From an optimization exercise on the open Yosys and OpenROAD flow, aimed at small area, a short achievable clock period and few clock cycles; shortcuts taken in it are not production practice. Function was checked by simulation only, so behaviour that the tests miss may differ from the original. Power is estimated from default activity; no workload was simulated.

==> fjord: inputs <==
## nearest_free_point_matcher
module nearest_free_point_matcher #(
   parameter int MAX_POINTS  = nfpm_pkg::MAX_POINTS_DEF,
   parameter int COORD_WIDTH = nfpm_pkg::COORD_WIDTH_DEF
) (
   input  logic                                clock,
   input  logic                                reset,
   input  logic                                req_valid,
   output logic                                req_ready,
   input  logic [nfpm_pkg::CMD_W-1:0]          req_cmd,
   input  logic signed [COORD_WIDTH-1:0]       req_pos_x,
   input  logic signed [COORD_WIDTH-1:0]       req_pos_y,
   output logic                                rsp_valid,
   input  logic                                rsp_ready,
   output logic [nfpm_pkg::STATUS_W-1:0]       rsp_status,
   output logic [nfpm_pkg::INDEX_W-1:0]        rsp_point_index,
   output logic [nfpm_pkg::DIST_W-1:0]         rsp_dist_sq,
   output logic                                rsp_last
);
make LEC_CHECK=0 CAP_MARGIN=20 CORE_MARGIN=2 CORE_UTILIZATION=40 SLEW_MARGIN=20 finish   # period 11.0 ns
run.sh (not shown) runs the stock make flow with config.mk's settings and CLKGATE_MAP_FILE= SYNTH_SCRIPT=/design/flow/synth_recipe.tcl, a recipe that flattens the netlist after the stock synthesis.
==> umber (differences from fjord) <==
--- a/flow/design.v
+++ b/flow/design.v
@@ -1695,12 +1695,13 @@
    output logic                                rsp_last
 );
    localparam int N   = 64;               
    localparam int NT  = nfpm_pkg::NTAPS;  
    localparam int P   = N / NT;           
    localparam int LP  = $clog2(P);
+   localparam int KW  = 1 + 33 + 6;       
    logic [31:0]  ring [N];
    logic [N-1:0] fr;                      
    logic [5:0]   rot;
    logic [5:0]   base;
    logic [6:0]   count;
    logic [6:0]   nfree;
@@ -1710,12 +1711,13 @@
    logic [15:0]  in_x, in_y;
    logic         ab_v;
    logic [5:0]   ab_label;
    logic [31:0]  ab_data;
    logic         sc_act;
    logic [LP-1:0] sc_cnt;
+   logic         sc_prev;                 
    logic signed [15:0] qx, qy;
    logic         wp_v;
    logic [5:0]   wp_idx;
    logic         mark_p;
    logic         res_v, res_found;
    logic [5:0]   res_idx;
@@ -1738,70 +1740,40 @@
    logic         s2_v, s2_first, s2_last;
    logic [5:0]   s2_ci;
    logic [32:0]  s2_ra [NT];
    logic [32:0]  s2_rb [NT];
    logic [NT-1:0] s2_f;
    logic         s3_v, s3_first, s3_last;
-   logic [5:0]   s3_ci;
-   logic [32:0]  s3_d [NT];
-   logic [NT-1:0] s3_f;
-   logic [32:0]  acc_d;
-   logic [5:0]   acc_i;
-   logic         acc_v;
-   localparam int NC = NT + 1;            
-   logic [32:0]  cd [NC];
-   logic [5:0]   cx [NC];
-   logic [NC-1:0] el;
-   logic [NC-1:0] bt [NC];                
-   logic [NC-1:0] win;
-   logic [32:0]  sel_d;
-   logic [5:0]   sel_i;
-   logic         sel_v;
-   logic [5-LP:0] hi [NT];
+   logic [KW-1:0] s3_k [NT/2];
+   logic         s4_v, s4_first, s4_last;
+   logic [KW-1:0] s4_k;
+   logic [KW-1:0] acc;
    logic [5:0]   wr_t;
    logic [NT-1:0] wr_en, wr_hit;
    logic [5:0]   mpos;
    logic         do_clear;
    logic [31:0]  ring_d [N];
    logic [N-1:0] fr_d;
-   logic         ab_load;
-   logic         ab_v_n;
-   logic [5:0]   wr_t_n;
-   logic [NT-1:0] wr_hit_n;
+   assign wr_t = ab_label - rot - 6'd1;
    always_comb begin
-      ab_v_n = ab_v && (wr_hit == '0) && !do_clear;
-      wr_t_n = wr_t - 6'd1;
-      if (ab_load) begin
-         ab_v_n = 1'b1;
-         wr_t_n = add_label - rot - 6'd2;
-      end
       for (int j = 0; j < NT; j++) begin
-         wr_hit_n[j] = ab_v_n && (wr_t_n == 6'(j * P));
-         wr_en[j]    = wr_hit[j] && !do_clear;
-      end
-   end
-   always_ff @(posedge clock) begin
-      if (reset) begin
-         wr_hit <= '0;
-      end else begin
-         wr_hit <= wr_hit_n;
+         wr_hit[j] = ab_v && (wr_t == 6'(j * P));
+         wr_en[j]  = wr_hit[j] && !do_clear;
       end
-      wr_t <= wr_t_n;
    end
    assign mpos = wp_idx + base - rot;
    always_comb begin
       for (int p = 0; p < N; p++) begin
          ring_d[p] = ring[(p + 1) % N];
-         fr_d[p]   = fr[(p + 1) % N] && !(mark_p && mpos == 6'((p + 1) % N));
+         fr_d[p]   = fr[(p + 1) % N] && !(mark_p && mpos == 6'((p + 1) % N)) && !do_clear;
          if (p % P == 0) begin
-            if (wr_hit[p / P]) begin
+            if (wr_en[p / P]) begin
                ring_d[p] = ab_data;
                fr_d[p]   = 1'b1;
             end
          end
-         fr_d[p] = fr_d[p] && !do_clear;
       end
    end
    always_ff @(posedge clock) begin
       for (int p = 0; p < N; p++) ring[p] <= ring_d[p];
    end
    logic busy;
@@ -1811,19 +1783,19 @@
    logic inflight;
    logic full;
    logic ab_free;
    logic sc_read;
    logic [5:0] add_label;
    assign sc_read  = sc_act;
-   assign inflight = sc_act || s1_v || s2_v || s3_v;
+   assign inflight = sc_act || s1_v || s2_v || s3_v || s4_v;
    assign busy     = inflight || mark_p;
    assign out_free = !o_v || rsp_ready;
    assign full     = (count == 7'd64);
    assign ab_free  = !ab_v || (wr_hit != '0);
    assign slot_ok  = (32'(inflight) + 32'(res_v) + 32'(o_v)) <= 1;
-   assign q_ok     = (!sc_act || sc_cnt == LP'(P - 1)) && slot_ok;
+   assign q_ok     = !sc_act && !sc_prev && slot_ok;
    assign add_label = (count == 7'd0) ? (rot + 6'd2) : (base + count[5:0]);
    always_comb begin
       cons = 1'b0;
       if (in_v) begin
          unique case (in_cmd)
             nfpm_pkg::CMD_CLEAR:  cons = !busy;
@@ -1833,31 +1805,33 @@
             nfpm_pkg::CMD_REPORT: cons = !busy && !res_v && !rep_act && !single_v;
          endcase
       end
    end
    assign req_ready = !in_v || cons;
    assign do_clear  = cons && in_cmd == nfpm_pkg::CMD_CLEAR;
-   assign ab_load   = cons && in_cmd == nfpm_pkg::CMD_ADD && !full;
    logic nf_inc;
    assign nf_inc    = cons && in_cmd == nfpm_pkg::CMD_ADD && !full;
    logic [N-1:0] rem_pref;
    logic [N-1:0] rem_low;
    logic [5:0]   rem_idx;
    always_comb begin
       rem_pref[0] = 1'b0;
       for (int i = 1; i < N; i++) rem_pref[i] = rem_pref[i-1] | rem[i-1];
       rem_low = rem & ~rem_pref;
       rem_idx = '0;
       for (int i = 0; i < N; i++) if (rem_low[i]) rem_idx = rem_idx | 6'(i);
    end
+   logic [KW-1:0] merged;
+   assign merged = (s4_first || s4_k < acc) ? s4_k : acc;
    always_ff @(posedge clock) begin
       if (reset) begin
          in_v     <= 1'b0;
          ab_v     <= 1'b0;
          sc_act   <= 1'b0;
          sc_cnt   <= '0;
+         sc_prev  <= 1'b0;
          count    <= '0;
          nfree    <= '0;
          free_vec <= '0;
          fr       <= '0;
          rot      <= '0;
          base     <= '0;
@@ -1867,23 +1841,25 @@
          single_v <= 1'b0;
          rep_act  <= 1'b0;
          o_v      <= 1'b0;
          s1_v     <= 1'b0;
          s2_v     <= 1'b0;
          s3_v     <= 1'b0;
+         s4_v     <= 1'b0;
       end else begin
          rot     <= rot + 6'd1;
-         ab_v    <= ab_v_n;
          fr      <= fr_d;
+         sc_prev <= sc_act;
          if (req_ready) begin
             in_v   <= req_valid;
             in_cmd <= req_cmd;
             in_x   <= req_pos_x;
             in_y   <= req_pos_y;
          end
          nfree <= nfree + 7'(nf_inc) - 7'(mark_p);
+         if (wr_en != '0) ab_v <= 1'b0;
          if (mark_p) begin
             free_vec[wp_idx] <= 1'b0;
             mark_p           <= 1'b0;
          end
          if (sc_act) begin
             sc_cnt <= sc_cnt + LP'(1);
@@ -1892,19 +1868,21 @@
          if (cons) begin
             unique case (in_cmd)
                nfpm_pkg::CMD_CLEAR: begin
                   count    <= '0;
                   nfree    <= '0;
                   free_vec <= '0;
+                  ab_v     <= 1'b0;
                   wp_v     <= 1'b0;
                end
                nfpm_pkg::CMD_ADD: begin
                   if (full) begin
                      single_v  <= 1'b1;
                      single_st <= nfpm_pkg::STS_FULL;
                   end else begin
+                     ab_v     <= 1'b1;
                      ab_label <= add_label;
                      ab_data  <= {in_x, in_y};
                      if (count == 7'd0) base <= rot + 6'd2;
                      count    <= count + 7'd1;
                      free_vec[count[5:0]] <= 1'b1;
                   end
@@ -1927,12 +1905,13 @@
                end
             endcase
          end
          s1_v <= sc_act;
          s2_v <= s1_v;
          s3_v <= s2_v;
+         s4_v <= s3_v;
          if (out_free) begin
             o_v <= 1'b0;
             if (rep_act) begin
                o_v      <= 1'b1;
                o_st     <= nfpm_pkg::STS_UNUSED;
                o_idx    <= rem_idx;
@@ -1954,20 +1933,20 @@
                o_idx    <= res_found ? res_idx : 6'd0;
                o_dist   <= res_found ? res_dist : 33'd0;
                o_last   <= 1'b1;
                res_v    <= 1'b0;
             end
          end
-         if (s3_v && s3_last) begin
+         if (s4_v && s4_last) begin
             res_v     <= 1'b1;
-            res_found <= sel_v;
-            res_idx   <= sel_i;
-            res_dist  <= sel_d;
-            wp_v      <= sel_v;
-            wp_idx    <= sel_i;
-            mark_p    <= sel_v;
+            res_found <= !merged[KW-1];
+            res_idx   <= merged[5:0];
+            res_dist  <= merged[38:6];
+            wp_v      <= !merged[KW-1];
+            wp_idx    <= merged[5:0];
+            mark_p    <= !merged[KW-1];
          end
       end
    end
    always_ff @(posedge clock) begin
       s1_first <= (sc_cnt == '0);
       s1_last  <= (sc_cnt == LP'(P - 1));
@@ -2002,53 +1981,46 @@
       s2_f     <= s1_f;
       for (int j = 0; j < NT; j++) begin
          s2_ra[j] <= cs_a[j];
          s2_rb[j] <= cs_b[j];
       end
    end
+   logic [KW-1:0] leaf [NT];
+   always_comb begin
+      for (int j = 0; j < NT; j++) begin
+         logic [5:0]  idx;
+         logic [32:0] d;
+         logic        ok;
+         idx = s2_ci + 6'(j * P);
+         d   = s2_ra[j] + s2_rb[j];
+         ok  = s2_f[j] && !(wp_v && wp_idx == idx);
+         leaf[j] = {!ok, d, idx};
+      end
+   end
    always_ff @(posedge clock) begin
       s3_first <= s2_first;
       s3_last  <= s2_last;
-      s3_ci    <= s2_ci;
-      s3_f     <= s2_f;
-      for (int j = 0; j < NT; j++) s3_d[j] <= s2_ra[j] + s2_rb[j];
+      for (int m = 0; m < NT / 2; m++) begin
+         s3_k[m] <= (leaf[2*m+1] < leaf[2*m]) ? leaf[2*m+1] : leaf[2*m];
+      end
    end
+   logic [KW-1:0] lvl [NT];
    always_comb begin
-      for (int j = 0; j < NT; j++) begin
-         hi[j] = s3_ci[5:LP] + (6-LP)'(j);
-         cx[j] = s3_ci + 6'(j * P);
-         cd[j] = s3_d[j];
-         el[j] = s3_f[j] && !(wp_v && wp_idx == cx[j]);
-      end
-      cd[NT] = acc_d;
-      cx[NT] = acc_i;
-      el[NT] = acc_v && !s3_first;
-      for (int a = 0; a < NC; a++) begin
-         bt[a][a] = 1'b1;
-         for (int b = a + 1; b < NC; b++) begin
-            logic ilt;
-            ilt = (b < NT) ? (hi[a] < hi[b]) : (cx[a] < cx[b]);
-            bt[a][b] = (cd[a] < cd[b]) || (cd[a] == cd[b] && ilt);
-            bt[b][a] = !bt[a][b];
+      for (int m = 0; m < NT / 2; m++) lvl[m] = s3_k[m];
+      for (int m = NT / 2; m < NT; m++) lvl[m] = '0;
+      for (int w = NT / 4; w >= 1; w = w / 2) begin
+         for (int m = 0; m < w; m++) begin
+            lvl[m] = (lvl[2*m+1] < lvl[2*m]) ? lvl[2*m+1] : lvl[2*m];
          end
       end
-      for (int a = 0; a < NC; a++) win[a] = el[a] && ((bt[a] | ~el) == '1);
-      sel_d = '0;
-      sel_i = '0;
-      for (int a = 0; a < NC; a++) begin
-         sel_d = sel_d | (cd[a] & {33{win[a]}});
-         sel_i = sel_i | (cx[a] & {6{win[a]}});
-      end
-      sel_v = (el != '0);
    end
    always_ff @(posedge clock) begin
-      if (s3_v) begin
-         acc_d <= sel_d;
-         acc_i <= sel_i;
-         acc_v <= sel_v;
-      end
+      s4_first <= s3_first;
+      s4_last  <= s3_last;
+      s4_k     <= lvl[0];
+      if (s4_v) acc <= merged;
    end
    assign rsp_valid       = o_v;
    assign rsp_status      = o_st;
    assign rsp_point_index = o_idx;
    assign rsp_dist_sq     = o_dist;
    assign rsp_last        = o_last;
==> summary.txt <==
                                                                                             fjord                     umber
Start of the worst register-to-register path                                     acc_d[21]$_DFFE_PP_         rot[0]$_SDFF_PP0_
Sequential cell fraction of total power                                                        22.8%                     31.3%
Via count of the first global-routing pass                                                   137,000                   115,000
Library cells used by synthesis                                                                  106                        99
Leak Pwr                                                                                      103 nW                   90.8 nW
Sequential cell area in the final layout                                                75,600 sq um              73,800 sq um
Worst path slowest cell                                                    sky130_fd_sc_hd__nand4b_1  sky130_fd_sc_hd__o22ai_2
Via total after detailed routing                                                             137,000                   113,000
Status                                                                      timing/DRC/antenna clean  timing/DRC/antenna clean
DRC marker count from the first detailed-route iteration                                      11,800                     8,018
Worst-path maximum fanout                                                                         34                        30
Total stage count of the critical path                                                             9                        29
Insertion delay of the later-clocked pin in the worst-skew pair                              1.03 ns                   1.00 ns
Portion of the clock cycle consumed by the worst path in the final layout                      58.0%                     74.0%
Sum of met3 wire segment lengths after detailed routing                                    50,300 um                 32,400 um
Area post-placement                                                                    211,000 sq um             188,000 sq um
Combinational group share of total power                                                       60.9%                     42.3%
Maximum operating frequency                                                                  157 MHz                   123 MHz
Max-slew headroom at the worst pin                                                             10.6%                     15.1%
Clk pwr                                                                                      13.0 mW                   12.9 mW
Share of cell area taken by multi-input logic gates                                            51.7%                     48.0%
Syn_nets                                                                                      22,700                    19,100
Core outline area                                                                      502,000 sq um             448,000 sq um
Sequential cell count                                                                          3,629                     3,537
Count of placed standard cells including taps                                                 25,300                    22,000
Testbench counts of fjord, summed over its fixed seeds: cycles 27,003.
Testbench counts of umber, summed over its fixed seeds: cycles 31,324.

==> run C <==
Another version of the RTL of nearest_free_point_matcher (not shown whole).
==> flow/config.mk <==
export PLATFORM = sky130hd
export DESIGN_NAME = nearest_free_point_matcher
export DESIGN_NICKNAME = nearest_free_point_matcher
export VERILOG_FILES = /design/flow/design.v
export SDC_FILE = /design/flow/constraint.sdc
export NUM_CORES = 4
export LEC_CHECK = 0
export CAP_MARGIN = 20
export CORE_MARGIN = 2
export CORE_UTILIZATION = 40
export SETUP_SLACK_MARGIN = 5
export SLEW_MARGIN = 20
==> flow/constraint.sdc <==
create_clock -name core_clock -period 11.0 [get_ports {clock}]
set_input_delay 2.2000 -clock core_clock [delete_from_list [all_inputs] [get_ports {clock}]]
set_output_delay 2.2000 -clock core_clock [all_outputs]
set_load 0.01 [all_outputs]
==> run E (differences from run C) <==
--- a/flow/design.v
+++ b/flow/design.v
@@ -1458,13 +1458,18 @@
    logic [15:0]  sk_x, sk_y;
    logic         ab_v;
    logic [5:0]   ab_label;
    logic [31:0]  ab_data;
    logic         sc_act;
    logic [LP-1:0] sc_cnt;
-   logic signed [15:0] qx, qy;
+   logic [15:0]  qxc [2];
+   logic [15:0]  qyc [2];
+   function automatic logic [15:0] qmask(input int k);
+      qmask = (k == 0) ? 16'h0000 : 16'hffff;
+   endfunction
+   logic [6:0]   qcnt;                    
    logic         wp_v;
    logic [5:0]   wp_idx;
    logic         mark_p;
    localparam int RD = 4;                 
    logic [39:0]  rf [RD];
    logic [1:0]   rf_wp, rf_rp;
@@ -1501,15 +1506,16 @@
    logic [NT-1:0] bt [NT];                
    logic [NT-1:0] lose [NT];
    logic [NT-1:0] win1, win2;
    logic [32:0]  b1_d, b2_d;
    logic [5:0]   b1_i, b2_i;
    logic         s4_v, s4_first, s4_last;
-   logic [32:0]  s4_b1d, s4_b2d;
-   logic [5:0]   s4_b1i, s4_b2i;
-   logic         s4_b1v, s4_b2v;
+   logic         done;                    
+   logic [5:0]   s4_ci;
+   logic [NT-1:0] s4_w1, s4_w2;
+   logic [32:0]  s4_d [NT];
    logic [32:0]  sel_d;
    logic [5:0]   sel_i;
    logic         sel_v;
    logic [5-LP:0] hi [NT];
    logic [5:0]   wr_t;
    logic [NT-1:0] wr_en, wr_hit;
@@ -1538,17 +1544,22 @@
          wr_hit <= '0;
       end else begin
          wr_hit <= wr_hit_n;
       end
       wr_t <= wr_t_n;
    end
-   assign mpos = wp_idx + base - rot;
+   logic         mark_f;
+   always_ff @(posedge clock) begin
+      if (reset) mark_f <= 1'b0;
+      else       mark_f <= mark_p;
+      mpos <= wp_idx + base - rot - 6'd1;
+   end
    always_comb begin
       for (int p = 0; p < N; p++) begin
          ring_d[p] = ring[(p + 1) % N];
-         fr_d[p]   = fr[(p + 1) % N] && !(mark_p && mpos == 6'((p + 1) % N));
+         fr_d[p]   = fr[(p + 1) % N] && !(mark_f && mpos == 6'((p + 1) % N));
          if (p % P == 0) begin
             if (wr_hit[p / P]) begin
                ring_d[p] = ab_data;
                fr_d[p]   = 1'b1;
             end
          end
@@ -1578,33 +1589,37 @@
    always_comb begin
       cons = 1'b0;
       if (in_v) begin
          unique case (in_cmd)
             nfpm_pkg::CMD_CLEAR:  cons = scan_free;
             nfpm_pkg::CMD_ADD:    cons = full ? (!busy && rf_n == '0 && !rep_act && !single_v)
-                                              : (ab_free && scan_free);
+                                              : ab_free;
             nfpm_pkg::CMD_QUERY:  cons = q_ok;
             nfpm_pkg::CMD_REPORT: cons = !rep_act && !single_v && kill == '0;
          endcase
       end
    end
    assign req_ready = !sk_v;
    assign do_clear  = cons && in_cmd == nfpm_pkg::CMD_CLEAR;
    assign ab_load   = cons && in_cmd == nfpm_pkg::CMD_ADD && !full;
    assign rep_cons  = cons && in_cmd == nfpm_pkg::CMD_REPORT;
    assign kill_eff  = do_clear ? infl : kill;
-   assign push   = s4_v && s4_last;
+   assign push   = done;
    assign rep_go = rep_act && pre == '0;
    assign pop    = out_free && !rep_go && !single_v && rf_n != '0;
    logic [N-1:0] rem_pref;
    logic [N-1:0] rem_low;
    logic [5:0]   rem_idx;
    logic         rem_last;
    always_comb begin
-      rem_pref[0] = 1'b0;
-      for (int i = 1; i < N; i++) rem_pref[i] = rem_pref[i-1] | rem[i-1];
+      logic [N-1:0] incl;
+      incl = rem;
+      for (int s = 1; s < N; s = s * 2) begin
+         for (int i = N - 1; i >= s; i--) incl[i] = incl[i] | incl[i-s];
+      end
+      rem_pref = {incl[N-2:0], 1'b0};
       rem_low = rem & ~rem_pref;
       rem_idx = '0;
       for (int i = 0; i < N; i++) if (rem_low[i]) rem_idx = rem_idx | 6'(i);
       rem_last = (rem & rem_pref) == '0;
    end
    always_comb begin
@@ -1628,13 +1643,13 @@
          sk_y   <= req_pos_y;
       end
    end
    logic [39:0] rf_head;
    assign rf_head = rf[rf_rp];
    always_ff @(posedge clock) begin
-      if (push) rf[rf_wp] <= {sel_v, sel_i, sel_d};
+      if (push) rf[rf_wp] <= {acc_v, acc_i, acc_d};
    end
    always_ff @(posedge clock) begin
       if (reset) begin
          in_v     <= 1'b0;
          sk_v     <= 1'b0;
          ab_v     <= 1'b0;
@@ -1658,12 +1673,13 @@
          o_v      <= 1'b0;
          o2_v     <= 1'b0;
          s1_v     <= 1'b0;
          s2_v     <= 1'b0;
          s3_v     <= 1'b0;
          s4_v     <= 1'b0;
+         done     <= 1'b0;
       end else begin
          rot     <= rot + 6'd1;
          ab_v    <= ab_v_n;
          fr      <= fr_d;
          if (!in_v || cons) begin
             if (sk_v) begin
@@ -1730,16 +1746,17 @@
             o_v  <= o2_v || x_v;
             o2_v <= 1'b0;
          end else if (x_v) begin
             o2_v <= 1'b1;
          end
          kill <= (push && kill_eff != '0) ? kill_eff - 2'd1 : kill_eff;
+         done <= s4_v && s4_last;
          if (push) begin
-            wp_v      <= sel_v && kill_eff == '0;
-            mark_p    <= sel_v && kill_eff == '0;
-            mark_rem  <= sel_v && (rep_cons ? infl != '0 : fix != '0);
+            wp_v      <= acc_v && kill_eff == '0;
+            mark_p    <= acc_v && kill_eff == '0;
+            mark_rem  <= acc_v && (rep_cons ? infl != '0 : fix != '0);
          end
       end
    end
    always_ff @(posedge clock) begin
       if (!in_v || cons) begin
          if (sk_v) begin
@@ -1755,16 +1772,19 @@
       if (ab_load) begin
          ab_label <= add_label;
          ab_data  <= {in_x, in_y};
          if (count == 7'd0) base <= rot + 6'd2;
       end
       if (cons && in_cmd == nfpm_pkg::CMD_QUERY) begin
-         qx <= in_x;
-         qy <= in_y;
+         for (int k = 0; k < 2; k++) begin
+            qxc[k] <= in_x ^ qmask(k);
+            qyc[k] <= in_y ^ qmask(k);
+         end
+         qcnt <= count;
       end
-      if (push) wp_idx <= sel_i;
+      if (push) wp_idx <= acc_i;
       if (mark_rem) rem[wp_idx] <= 1'b0;
       if (rep_cons) begin
          rem <= free_vec;
          if (mark_p) rem[wp_idx] <= 1'b0;
          pre <= rf_n + 3'(infl) - 3'(pop);
       end else if (pop && rep_act) begin
@@ -1780,19 +1800,22 @@
    always_ff @(posedge clock) begin
       s1_first <= (sc_cnt == '0);
       s1_last  <= (sc_cnt == LP'(P - 1));
       s1_ci    <= rot - base;
       for (int j = 0; j < NT; j++) begin : rd
          logic signed [16:0] dx, dy, nx, ny;
+         logic [15:0] qx, qy;
+         qx = qxc[(2 * j) / NT] ^ qmask((2 * j) / NT);
+         qy = qyc[(2 * j) / NT] ^ qmask((2 * j) / NT);
          dx = $signed({ring[j*P][31], ring[j*P][31:16]}) - $signed({qx[15], qx});
          nx = $signed({qx[15], qx}) - $signed({ring[j*P][31], ring[j*P][31:16]});
          dy = $signed({ring[j*P][15], ring[j*P][15:0]})  - $signed({qy[15], qy});
          ny = $signed({qy[15], qy}) - $signed({ring[j*P][15], ring[j*P][15:0]});
          s1_tx[j] <= dx[16] ? nx[15:0] : dx[15:0];
          s1_ty[j] <= dy[16] ? ny[15:0] : dy[15:0];
-         s1_f[j]  <= fr[j*P];
+         s1_f[j]  <= fr[j*P] && {1'b0, 6'(rot - base + 6'(j * P))} < qcnt;
       end
    end
    logic [32:0] cs_a [NT];
    logic [32:0] cs_b [NT];
    for (genvar j = 0; j < NT; j++) begin : g_dist
       nfpm_dist u_dist (
@@ -1816,63 +1839,92 @@
       s3_first <= s2_first;
       s3_last  <= s2_last;
       s3_ci    <= s2_ci;
       s3_f     <= s2_f;
       for (int j = 0; j < NT; j++) s3_d[j] <= s2_ra[j] + s2_rb[j];
    end
+   function automatic logic lt40(input logic [39:0] a, input logic [39:0] b);
+      logic [63:0] l, e;
+      l = {24'h0, ~a & b};
+      e = {24'hffffff, ~(a ^ b)};
+      for (int s = 32; s >= 1; s = s / 2) begin
+         for (int m = 0; m < s; m++) begin
+            l[m] = l[2*m+1] | (e[2*m+1] & l[2*m]);
+            e[m] = e[2*m+1] & e[2*m];
+         end
+      end
+      lt40 = l[0];
+   endfunction
+   function automatic logic one_of(input logic [NT-1:0] v);
+      logic [NT-1:0] an, tw;
+      an = v;
+      tw = '0;
+      for (int w = NT / 2; w >= 1; w = w / 2) begin
+         for (int m = 0; m < w; m++) begin
+            tw[m] = tw[2*m] | tw[2*m+1] | (an[2*m] & an[2*m+1]);
+            an[m] = an[2*m] | an[2*m+1];
+         end
+      end
+      one_of = an[0] && !tw[0];
+   endfunction
    always_comb begin
       for (int j = 0; j < NT; j++) begin
          hi[j] = s3_ci[5:LP] + (6-LP)'(j);
-         cx[j] = s3_ci + 6'(j * P);
       end
       for (int a = 0; a < NT; a++) begin
          bt[a][a] = 1'b1;
          for (int b = a + 1; b < NT; b++) begin
             bt[a][b] = (s3_d[a] < s3_d[b]) || (s3_d[a] == s3_d[b] && hi[a] < hi[b]);
             bt[b][a] = !bt[a][b];
          end
       end
       for (int a = 0; a < NT; a++) begin
          lose[a]  = s3_f & ~bt[a];
          win1[a]  = s3_f[a] && lose[a] == '0;
-         win2[a]  = s3_f[a] && lose[a] != '0 && (lose[a] & (lose[a] - NT'(1))) == '0;
-      end
-      b1_d = '0;
-      b1_i = '0;
-      b2_d = '0;
-      b2_i = '0;
-      for (int a = 0; a < NT; a++) begin
-         b1_d = b1_d | (s3_d[a] & {33{win1[a]}});
-         b1_i = b1_i | (cx[a] & {6{win1[a]}});
-         b2_d = b2_d | (s3_d[a] & {33{win2[a]}});
-         b2_i = b2_i | (cx[a] & {6{win2[a]}});
+         win2[a]  = s3_f[a] && one_of(lose[a]);
       end
    end
    always_ff @(posedge clock) begin
       s4_first <= s3_first;
       s4_last  <= s3_last;
-      s4_b1d   <= b1_d;
-      s4_b1i   <= b1_i;
-      s4_b1v   <= s3_f != '0;
-      s4_b2d   <= b2_d;
-      s4_b2i   <= b2_i;
-      s4_b2v   <= win2 != '0;
+      s4_ci    <= s3_ci;
+      s4_w1    <= win1;
+      s4_w2    <= win2;
+      for (int j = 0; j < NT; j++) s4_d[j] <= s3_d[j];
    end
    always_comb begin
-      logic ex1, lt1, lt2, av, take;
-      ex1   = wp_v && s4_b1i == wp_idx;
+      logic ex1, lt1, lt2, av, take, v1, v2, ex_v;
+      logic [5:0] ex_i;
+      logic [NT-1:0] exw;
+      ex_v  = done ? acc_v : wp_v;
+      ex_i  = done ? acc_i : wp_idx;
+      b1_d = '0;
+      b1_i = '0;
+      b2_d = '0;
+      b2_i = '0;
+      for (int a = 0; a < NT; a++) begin
+         cx[a]  = s4_ci + 6'(a * P);
+         exw[a] = cx[a] == ex_i;
+         b1_d = b1_d | (s4_d[a] & {33{s4_w1[a]}});
+         b1_i = b1_i | (cx[a] & {6{s4_w1[a]}});
+         b2_d = b2_d | (s4_d[a] & {33{s4_w2[a]}});
+         b2_i = b2_i | (cx[a] & {6{s4_w2[a]}});
+      end
+      v1    = s4_w1 != '0;
+      v2    = s4_w2 != '0;
+      ex1   = ex_v && (s4_w1 & exw) != '0;
       av    = acc_v && !s4_first;
-      lt1   = (s4_b1d < acc_d) || (s4_b1d == acc_d && s4_b1i < acc_i);
-      lt2   = (s4_b2d < acc_d) || (s4_b2d == acc_d && s4_b2i < acc_i);
-      take  = ex1 ? (s4_b2v && (!av || lt2)) : (s4_b1v && (!av || lt1));
+      lt1   = lt40(40'({b1_d, b1_i}), 40'({acc_d, acc_i}));
+      lt2   = lt40(40'({b2_d, b2_i}), 40'({acc_d, acc_i}));
+      take  = ex1 ? (v2 && (!av || lt2)) : (v1 && (!av || lt1));
       sel_v = take || av;
       sel_d = acc_d;
       sel_i = acc_i;
       if (take) begin
-         sel_d = ex1 ? s4_b2d : s4_b1d;
-         sel_i = ex1 ? s4_b2i : s4_b1i;
+         sel_d = ex1 ? b2_d : b1_d;
+         sel_i = ex1 ? b2_i : b1_i;
       end
    end
    always_ff @(posedge clock) begin
       if (s4_v) begin
          acc_d <= sel_d;
          acc_i <= sel_i;
CORE_UTILIZATION = 55   (was 40)
CTS_CLUSTER_DIAMETER = 100   (was not set)
CTS_CLUSTER_SIZE = 30   (was not set)
==> run Y (differences from run C) <==
--- a/flow/design.v
+++ b/flow/design.v
@@ -1459,12 +1459,13 @@
    logic         ab_v;
    logic [5:0]   ab_label;
    logic [31:0]  ab_data;
    logic         sc_act;
    logic [LP-1:0] sc_cnt;
    logic signed [15:0] qx, qy;
+   logic [6:0]   qcnt;                    
    logic         wp_v;
    logic [5:0]   wp_idx;
    logic         mark_p;
    localparam int RD = 4;                 
    logic [39:0]  rf [RD];
    logic [1:0]   rf_wp, rf_rp;
@@ -1501,15 +1502,15 @@
    logic [NT-1:0] bt [NT];                
    logic [NT-1:0] lose [NT];
    logic [NT-1:0] win1, win2;
    logic [32:0]  b1_d, b2_d;
    logic [5:0]   b1_i, b2_i;
    logic         s4_v, s4_first, s4_last;
-   logic [32:0]  s4_b1d, s4_b2d;
-   logic [5:0]   s4_b1i, s4_b2i;
-   logic         s4_b1v, s4_b2v;
+   logic [5:0]   s4_ci;
+   logic [NT-1:0] s4_w1, s4_w2;
+   logic [32:0]  s4_d [NT];
    logic [32:0]  sel_d;
    logic [5:0]   sel_i;
    logic         sel_v;
    logic [5-LP:0] hi [NT];
    logic [5:0]   wr_t;
    logic [NT-1:0] wr_en, wr_hit;
@@ -1578,13 +1579,13 @@
    always_comb begin
       cons = 1'b0;
       if (in_v) begin
          unique case (in_cmd)
             nfpm_pkg::CMD_CLEAR:  cons = scan_free;
             nfpm_pkg::CMD_ADD:    cons = full ? (!busy && rf_n == '0 && !rep_act && !single_v)
-                                              : (ab_free && scan_free);
+                                              : ab_free;
             nfpm_pkg::CMD_QUERY:  cons = q_ok;
             nfpm_pkg::CMD_REPORT: cons = !rep_act && !single_v && kill == '0;
          endcase
       end
    end
    assign req_ready = !sk_v;
@@ -1755,14 +1756,15 @@
       if (ab_load) begin
          ab_label <= add_label;
          ab_data  <= {in_x, in_y};
          if (count == 7'd0) base <= rot + 6'd2;
       end
       if (cons && in_cmd == nfpm_pkg::CMD_QUERY) begin
-         qx <= in_x;
-         qy <= in_y;
+         qx   <= in_x;
+         qy   <= in_y;
+         qcnt <= count;
       end
       if (push) wp_idx <= sel_i;
       if (mark_rem) rem[wp_idx] <= 1'b0;
       if (rep_cons) begin
          rem <= free_vec;
          if (mark_p) rem[wp_idx] <= 1'b0;
@@ -1786,13 +1788,13 @@
          dx = $signed({ring[j*P][31], ring[j*P][31:16]}) - $signed({qx[15], qx});
          nx = $signed({qx[15], qx}) - $signed({ring[j*P][31], ring[j*P][31:16]});
          dy = $signed({ring[j*P][15], ring[j*P][15:0]})  - $signed({qy[15], qy});
          ny = $signed({qy[15], qy}) - $signed({ring[j*P][15], ring[j*P][15:0]});
          s1_tx[j] <= dx[16] ? nx[15:0] : dx[15:0];
          s1_ty[j] <= dy[16] ? ny[15:0] : dy[15:0];
-         s1_f[j]  <= fr[j*P];
+         s1_f[j]  <= fr[j*P] && {1'b0, 6'(rot - base + 6'(j * P))} < qcnt;
       end
    end
    logic [32:0] cs_a [NT];
    logic [32:0] cs_b [NT];
    for (genvar j = 0; j < NT; j++) begin : g_dist
       nfpm_dist u_dist (
@@ -1816,63 +1818,77 @@
       s3_first <= s2_first;
       s3_last  <= s2_last;
       s3_ci    <= s2_ci;
       s3_f     <= s2_f;
       for (int j = 0; j < NT; j++) s3_d[j] <= s2_ra[j] + s2_rb[j];
    end
+   function automatic logic one_of(input logic [NT-1:0] v);
+      logic [NT-1:0] an, tw;
+      an = v;
+      tw = '0;
+      for (int w = NT / 2; w >= 1; w = w / 2) begin
+         for (int m = 0; m < w; m++) begin
+            tw[m] = tw[2*m] | tw[2*m+1] | (an[2*m] & an[2*m+1]);
+            an[m] = an[2*m] | an[2*m+1];
+         end
+      end
+      one_of = an[0] && !tw[0];
+   endfunction
    always_comb begin
       for (int j = 0; j < NT; j++) begin
          hi[j] = s3_ci[5:LP] + (6-LP)'(j);
-         cx[j] = s3_ci + 6'(j * P);
       end
       for (int a = 0; a < NT; a++) begin
          bt[a][a] = 1'b1;
          for (int b = a + 1; b < NT; b++) begin
             bt[a][b] = (s3_d[a] < s3_d[b]) || (s3_d[a] == s3_d[b] && hi[a] < hi[b]);
             bt[b][a] = !bt[a][b];
          end
       end
       for (int a = 0; a < NT; a++) begin
          lose[a]  = s3_f & ~bt[a];
          win1[a]  = s3_f[a] && lose[a] == '0;
-         win2[a]  = s3_f[a] && lose[a] != '0 && (lose[a] & (lose[a] - NT'(1))) == '0;
-      end
-      b1_d = '0;
-      b1_i = '0;
-      b2_d = '0;
-      b2_i = '0;
-      for (int a = 0; a < NT; a++) begin
-         b1_d = b1_d | (s3_d[a] & {33{win1[a]}});
-         b1_i = b1_i | (cx[a] & {6{win1[a]}});
-         b2_d = b2_d | (s3_d[a] & {33{win2[a]}});
-         b2_i = b2_i | (cx[a] & {6{win2[a]}});
+         win2[a]  = s3_f[a] && one_of(lose[a]);
       end
    end
    always_ff @(posedge clock) begin
       s4_first <= s3_first;
       s4_last  <= s3_last;
-      s4_b1d   <= b1_d;
-      s4_b1i   <= b1_i;
-      s4_b1v   <= s3_f != '0;
-      s4_b2d   <= b2_d;
-      s4_b2i   <= b2_i;
-      s4_b2v   <= win2 != '0;
+      s4_ci    <= s3_ci;
+      s4_w1    <= win1;
+      s4_w2    <= win2;
+      for (int j = 0; j < NT; j++) s4_d[j] <= s3_d[j];
    end
    always_comb begin
-      logic ex1, lt1, lt2, av, take;
-      ex1   = wp_v && s4_b1i == wp_idx;
+      logic ex1, lt1, lt2, av, take, v1, v2;
+      logic [NT-1:0] exw;
+      b1_d = '0;
+      b1_i = '0;
+      b2_d = '0;
+      b2_i = '0;
+      for (int a = 0; a < NT; a++) begin
+         cx[a]  = s4_ci + 6'(a * P);
+         exw[a] = cx[a] == wp_idx;
+         b1_d = b1_d | (s4_d[a] & {33{s4_w1[a]}});
+         b1_i = b1_i | (cx[a] & {6{s4_w1[a]}});
+         b2_d = b2_d | (s4_d[a] & {33{s4_w2[a]}});
+         b2_i = b2_i | (cx[a] & {6{s4_w2[a]}});
+      end
+      v1    = s4_w1 != '0;
+      v2    = s4_w2 != '0;
+      ex1   = wp_v && (s4_w1 & exw) != '0;
       av    = acc_v && !s4_first;
-      lt1   = (s4_b1d < acc_d) || (s4_b1d == acc_d && s4_b1i < acc_i);
-      lt2   = (s4_b2d < acc_d) || (s4_b2d == acc_d && s4_b2i < acc_i);
-      take  = ex1 ? (s4_b2v && (!av || lt2)) : (s4_b1v && (!av || lt1));
+      lt1   = {b1_d, b1_i} < {acc_d, acc_i};
+      lt2   = {b2_d, b2_i} < {acc_d, acc_i};
+      take  = ex1 ? (v2 && (!av || lt2)) : (v1 && (!av || lt1));
       sel_v = take || av;
       sel_d = acc_d;
       sel_i = acc_i;
       if (take) begin
-         sel_d = ex1 ? s4_b2d : s4_b1d;
-         sel_i = ex1 ? s4_b2i : s4_b1i;
+         sel_d = ex1 ? b2_d : b1_d;
+         sel_i = ex1 ? b2_i : b1_i;
       end
    end
    always_ff @(posedge clock) begin
       if (s4_v) begin
          acc_d <= sel_d;
          acc_i <= sel_i;
CORE_UTILIZATION = 55   (was 40)
CTS_BUF_LIST = sky130_fd_sc_hd__clkbuf_8   (was not set)
==> Flow_metrics.wiki <==
{| class="wikitable"
! Metric !! Value
|-
| PwrDens || approximately 260 mW/mm^2
|-
| Cell internal pwr || 33900 uW
|-
| Power in the clock group || 8710 uW
|-
| Non-clock inverter instance count of the final layout || roughly 2200
|-
| Worst setup startpoint || s4_w1[0]$_DFF_P_
|-
| Terminating pin of the worst hold path || ring[43][1]$_DFF_P_
|-
| Initial antenna violation count || approximately 100
|-
| Avg WL per Cell || 27.4 um
|-
| Highest achievable clock rate || ~190 MHz
|-
| Run status || finished clean
|-
| Synth top cells by count || dfxtp_1, inv_1, ha_1
|-
| Distinct cell type count after synthesis || 95
|-
| Area of the die || about 0.4 mm^2
|}
# the run above: run E

==> Flow_metrics.wiki <==
{| class="wikitable"
! Metric !! Value
|-
| Run status || finished clean
|-
| Non-clock inverter instance count of the final layout || 2140
|-
| Synth top cells by count || dfxtp_1, inv_1, ha_1
|-
| PwrDens || 300 mW/mm^2
|-
| Met1 track demand over resource || between 40% and 50%
|-
| Cell internal pwr || 40300 uW
|-
| Distinct cell type count after synthesis || 90
|-
| Avg Inst Size Synth || 10.8 um^2
|-
| Avg WL per Cell || 27.7 um
|-
| Terminating pin of the worst hold path || ring[14][2]$_DFF_P_
|-
| Area of the die || 0.397 mm^2
|-
| Worst setup startpoint || s4_w2[3]$_DFF_P_
|-
| Area share of xor/xnor cells in the synthesized design || 2.60%
|}
# the run above: run Y

==> Flow_metrics.wiki <==
{| class="wikitable"
! Metric !! Value
|-
| Synth top cells by count || dfxtp_1, inv_1, ha_1
|-
| Cell internal pwr || 35300 uW
|-
| DR WL met2 || about 320000 um
|-
| Worst setup startpoint || s3_ci[3]$_DFF_P_
|-
| I/O pin count || 83
|-
| Highest achievable clock rate || about 170 MHz
|-
| Initial antenna violation count || 122
|-
| Terminating pin of the worst hold path || ring[51][27]$_DFF_P_
|-
| MaxCap Viol Count || 0
|-
| Highest-delay cell along the critical path || ha_1
|-
| Proportion of cell area occupied by multi-input gates || 50.3%
|-
| Portion of total power attributed to combinational logic || 48.1%
|-
| Area of the die || 0.532 mm^2
|-
| PwrDens || 267 mW/mm^2
|-
| Clock insertion delay at the later pin of the skew report || 1100 ps
|-
| Avg WL per Cell || roughly 27 um
|-
| Run status || finished clean
|-
| Distinct cell type count after synthesis || 102
|}
# the run above: run C

Testbench counts of run C, summed over its fixed seeds: cycles 24,679.
Testbench counts of run E, summed over its fixed seeds: cycles 24,600.
Testbench counts of run Y, summed over its fixed seeds: cycles 24,507.

re-timing with driven ports:
How much do the figures lean on ideal ports? The routed layouts below were timed once more, with nothing changed but the port constraints.
Step 1, drivers: a clkbuf_16 drives clock and a buf_2 each remaining input, both assumed.
Step 2 times the ports against the registers' clock, not the clock port: input delays grow and output delays shrink by t, the midpoint of the rising clock arrivals with the driver on.
Three values: ideal ports, drivers, drivers and shift; two values: the first two.
| run | shift t [ns] | setup slack, ns | worst slew at a driven data input, ns | cell pins on the clock port's net |
|---|---|---|---|---|
| fjord | 1.097 | 4.618 / 4.499 / 5.161 | 0.11 | 1 |
| umber | 1.063 | 2.858 / 2.858 / 2.858 | 0.11 | 1 |
| run C | 1.166 | 5.020 / 5.020 / 5.020 | 0.07 | 1 |
| run E | 1.074 | 5.717 / 5.717 / 5.717 | 0.13 | 1 |
| run Y | 1.317 | 5.541 / 5.541 / 5.541 | 0.09 | 1 |
After both steps setup and hold are still met in every run listed.
